Background: an optimization exercise with open tools, aiming at small area. Do not read the settings as production practice. Only simulation tests tie the RTL to the original design; equivalence was not proved. No activity file was given, so power comes from the tool's default toggle rates.

Design fft_dit_top, start of the top module:
module fft_dit_top (
   input  logic        clk,
   input  logic        rst_n,
   input  logic [15:0] in_x,
   input  logic        in_nd,
   output logic [15:0] out_x,
   output logic        out_nd,
   output logic        overflow
);
clock: 10.0 ns
lec_check: 0
cap_margin: 20
core_margin: 2
core_utilization: 70
cts_buf_list: sky130_fd_sc_hd__clkbuf_8
cts_cluster_diameter: 50
cts_cluster_size: 18
slew_margin: 20
standard.sh (not shown) runs the stock make flow with config.mk's settings and CLKGATE_MAP_FILE= SYNTH_SCRIPT=/design/flow/synth_recipe.tcl, a recipe that flattens the netlist after the stock synthesis.
==> flow/flow/run.sh <==
#!/bin/bash
# Own flow: the standard layout (standard.sh, unchanged synthesis and
# steps), with each port buffer made of the smallest buffer cell instead of
# the default choice. The full make output goes to standard.log.
set -o pipefail
export BUFFER_PORTS_ARGS="-buffer_cell sky130_fd_sc_hd__buf_1"
bash standard.sh > standard.log 2>&1
Rerun with:
==> flow/run.sh (new file) <==
#!/bin/bash
# synth_recipe.tcl (not shown) runs the flow's synth.tcl, then flattens the netlist and writes it again
# the make line also repeats each setting of config.mk as NAME=value (left out here)
make -C /OpenROAD-flow-scripts/flow DESIGN_CONFIG=/design/flow/config.mk WORK_HOME=/design/flow/orfs CLKGATE_MAP_FILE= SYNTH_SCRIPT=/design/flow/synth_recipe.tcl finish
--- a/flow/config.mk
+++ b/flow/config.mk
@@ -8,7 +8,7 @@
 export CAP_MARGIN = 20
 export CORE_MARGIN = 2
-export CORE_UTILIZATION = 70
+export CORE_UTILIZATION = 60
 export CTS_BUF_LIST = sky130_fd_sc_hd__clkbuf_8
-export CTS_CLUSTER_DIAMETER = 50
-export CTS_CLUSTER_SIZE = 18
+export CTS_CLUSTER_DIAMETER = 40
+export CTS_CLUSTER_SIZE = 20
 export SLEW_MARGIN = 20
removed: flow/flow/run.sh
removed: flow/standard.sh
=> The changed run produced a clean layout; clock power climbs by 43%; register-to-register slack barely changes; final area climbs by 4.3%.

run A:
fft_dit_top again, from the RTL that the note above started with.
clock: 10.0 ns
lec_check: 0
cap_margin: 20
core_margin: 2
core_utilization: 80
cts_buf_list: sky130_fd_sc_hd__clkbuf_8
cts_cluster_diameter: 50
cts_cluster_size: 18
slew_margin: 20
run.sh (not shown) runs the stock make flow with config.mk's settings and CLKGATE_MAP_FILE= SYNTH_SCRIPT=/design/flow/synth_recipe.tcl, a recipe that flattens the netlist after the stock synthesis.
Stock flow here: none of the scripts above is used.
[inputs] run B vs run A
Settings: CORE_UTILIZATION now 70, was 80.
[summary]
Between run B and run A, the difference in total chip power is negligible.
Re cell area after synthesis: no difference whatsoever between run B and run A.
Summary — post-detailed-route via-to-cell ratio, run B relative to run A: lower, by 8.7%.
Changes observed in run B relative to run A: die area rose about 14%; part of the cycle the worst path needs fell by 1.4 points; non-clock buffer count in the final layout up 1.
[compare] base=run A new=run B: final weighted congestion in routability-driven placement shrank by 0.049; core utilization went down; number of tap instances rose by about 18%; clock period minus worst slack decreased 0.14 ns; worst setup slack increased 0.14 ns.
Input changes introduced in run C (baseline for comparison: run B):
Settings: CORE_UTILIZATION: 70 -> 60.
==> flow/flow/run.sh (new file) <==
#!/bin/bash
# Own flow: the standard layout, with the port buffers made of the
# smallest buffer cell instead of the default choice.
set -o pipefail
cp standard.sh standard_copy.sh.txt 2>/dev/null
export BUFFER_PORTS_ARGS="-buffer_cell sky130_fd_sc_hd__buf_1"
bash standard.sh > standard.log 2>&1
==> flow/standard.sh (new file) <==
#!/bin/bash
# synth_recipe.tcl (not shown) runs the flow's synth.tcl, then flattens the netlist and writes it again
# the make line also repeats each setting of config.mk as NAME=value (left out here)
make -C /OpenROAD-flow-scripts/flow DESIGN_CONFIG=/design/flow/config.mk WORK_HOME=/design/flow/orfs CLKGATE_MAP_FILE= SYNTH_SCRIPT=/design/flow/synth_recipe.tcl "${@:-finish}"
removed: flow/run.sh
Findings:
Both conditions hold for run C: the flow ran to the end and the final layout passed the timing, DRC and antenna checks.
Average routed wire per standard cell delta for run C relative to run B: about 4% lower
Compared with run B, in run C global-route wire length before repair now sits lower; power rose 5.5%; placed cell count +64; area overhead of the layout relative to synthesis picked up an extra 0.60 points.
Summary — layout clock buffer count, run C relative to run B: higher, by about 19%.
Delta (run C minus run B): proportion of power drawn by the clock network now larger, iteration-0 DRC count of the detailed router decreased by 422 relative to the old numbers.
Net switching component of the power (run C vs. run B) increases by a little under 10%
Input-level comparison between run D and run C:
Settings: CTS_BUF_LIST: sky130_fd_sc_hd__clkbuf_8 -> sky130_fd_sc_hd__clkbuf_8 sky130_fd_sc_hd__clkbuf_16.
==> flow/run.sh (new file) <==
#!/bin/bash
# synth_recipe.tcl (not shown) runs the flow's synth.tcl, then flattens the netlist and writes it again
# the make line also repeats each setting of config.mk as NAME=value (left out here)
make -C /OpenROAD-flow-scripts/flow DESIGN_CONFIG=/design/flow/config.mk WORK_HOME=/design/flow/orfs CLKGATE_MAP_FILE= SYNTH_SCRIPT=/design/flow/synth_recipe.tcl finish
removed: flow/flow/run.sh
removed: flow/standard.sh
--- outcome ---
Total power: run D above run C. Run D vs run C, count of clock-buffer cells in the layout went up by 2.0%. Summary: worst setup slack, run D worse than run C. Run D packs its core more tightly than run C. Diff run C -> run D: share of the clock period used by the worst path after layout higher, worst clock skew lower, total non-filler cell area in the finished layout higher. The lower required time of the critical path came out of run D.

red:
fft_dit_top, a different RTL version from the one above (not shown whole).
Size: ~37 I/O pins, about 0.021 sq mm of cells after synthesis.
==> flow/config.mk <==
export PLATFORM = sky130hd
export DESIGN_NAME = fft_dit_top
export DESIGN_NICKNAME = fft_dit_top
export VERILOG_FILES = /design/flow/design.v
export SDC_FILE = /design/flow/constraint.sdc
export NUM_CORES = 4
export LEC_CHECK = 0
export CAP_MARGIN = 20
export CORE_MARGIN = 2
export CORE_UTILIZATION = 60
export CTS_BUF_LIST = sky130_fd_sc_hd__clkbuf_8
export CTS_CLUSTER_DIAMETER = 50
export CTS_CLUSTER_SIZE = 18
export GPL_ROUTABILITY_DRIVEN = 0
export GPL_TIMING_DRIVEN = 0
export SLEW_MARGIN = 20
==> flow/constraint.sdc <==
create_clock -name core_clock -period 10.0 [get_ports {clk}]
set_input_delay 2.0000 -clock core_clock [delete_from_list [all_inputs] [get_ports {clk}]]
set_output_delay 2.0000 -clock core_clock [all_outputs]
set_load 0.01 [all_outputs]
Stock flow here: none of the scripts above is used.
Here is what was changed in the inputs of blue compared with red.
- CAP_MARGIN now 5, was 20
- GPL_TIMING_DRIVEN no longer set, was 0
- GPL_ROUTABILITY_DRIVEN no longer set, was 0
- SLEW_MARGIN now 5, was 20
--- outcome ---
The setup slack after placement reported for blue is smaller than that of red by 130 ps.
red ended up with sky130_fd_sc_hd__a21oi_1 as its highest-delay cell along the critical path; blue ended up with sky130_fd_sc_hd__nor2b_1.
Changes observed in blue relative to red: sum of buffers and inverters on the critical path saw a decrease, global-route wire length before repair has decreased.
From red to blue the numbers moved as follows: non-clock buffer count decreased by 52 relative to the old numbers, share of cell area taken by flip-flops and latches increased by 0.78 points relative to the old numbers, global-route usage decreased by 1.8 points relative to the old numbers, final cell area excluding filler cells decreased by about 1.3% relative to the old numbers.
Compared with red, blue shows a placed instance area that is 1.3% lower.
Final total power (blue over red): decrease, about 0.37%
For final cycle utilization of the critical path, red and blue come out practically identical.

==> re-timing with driven ports <==
The flow's constraints put no driver on any port. The routed layouts listed below were extracted and timed again, unchanged, in two steps.
Step 1 (the two cells are an assumption about what drives the block):
set clk [get_ports {clk}]
set_driving_cell -lib_cell sky130_fd_sc_hd__clkbuf_16 $clk
set_driving_cell -lib_cell sky130_fd_sc_hd__buf_2 [delete_from_list [all_inputs] $clk]
Step 2 also shifts input and output timing later by t, the mid clock arrival at the registers, as if the neighbouring blocks saw the same clock.
Slacks: no drivers / after step 1 / after step 2; pairs: no drivers / after step 1.
run | t (ns) | slack for setup (ns) | clock arrival spread, ns | worst register clock-pin slew, ns | pins driven straight from the clock port
the first run of note 1 | 0.647 | 2.203 / 2.203 / 2.203 | 0.064 / 0.064 | 0.11 / 0.11 | 1
the second run of note 1 | 0.663 | 2.190 / 2.190 / 2.190 | 0.048 / 0.049 | 0.10 / 0.10 | 1
run A | 0.621 | 2.088 / 2.088 / 2.088 | 0.046 / 0.047 | 0.12 / 0.12 | 1
run B | 0.623 | 2.227 / 2.227 / 2.227 | 0.051 / 0.051 | 0.11 / 0.11 | 1
run C | 0.690 | 2.544 / 2.544 / 2.544 | 0.043 / 0.044 | 0.11 / 0.11 | 1
run D | 0.628 | 2.199 / 2.199 / 2.199 | 0.019 / 0.020 | 0.07 / 0.07 | 1
red | 0.690 | 2.652 / 2.652 / 2.652 | 0.033 / 0.033 | 0.11 / 0.11 | 1
blue | 0.690 | 2.644 / 2.644 / 2.644 | 0.054 / 0.054 | 0.11 / 0.11 | 1
After both steps setup and hold are still met in every run listed.
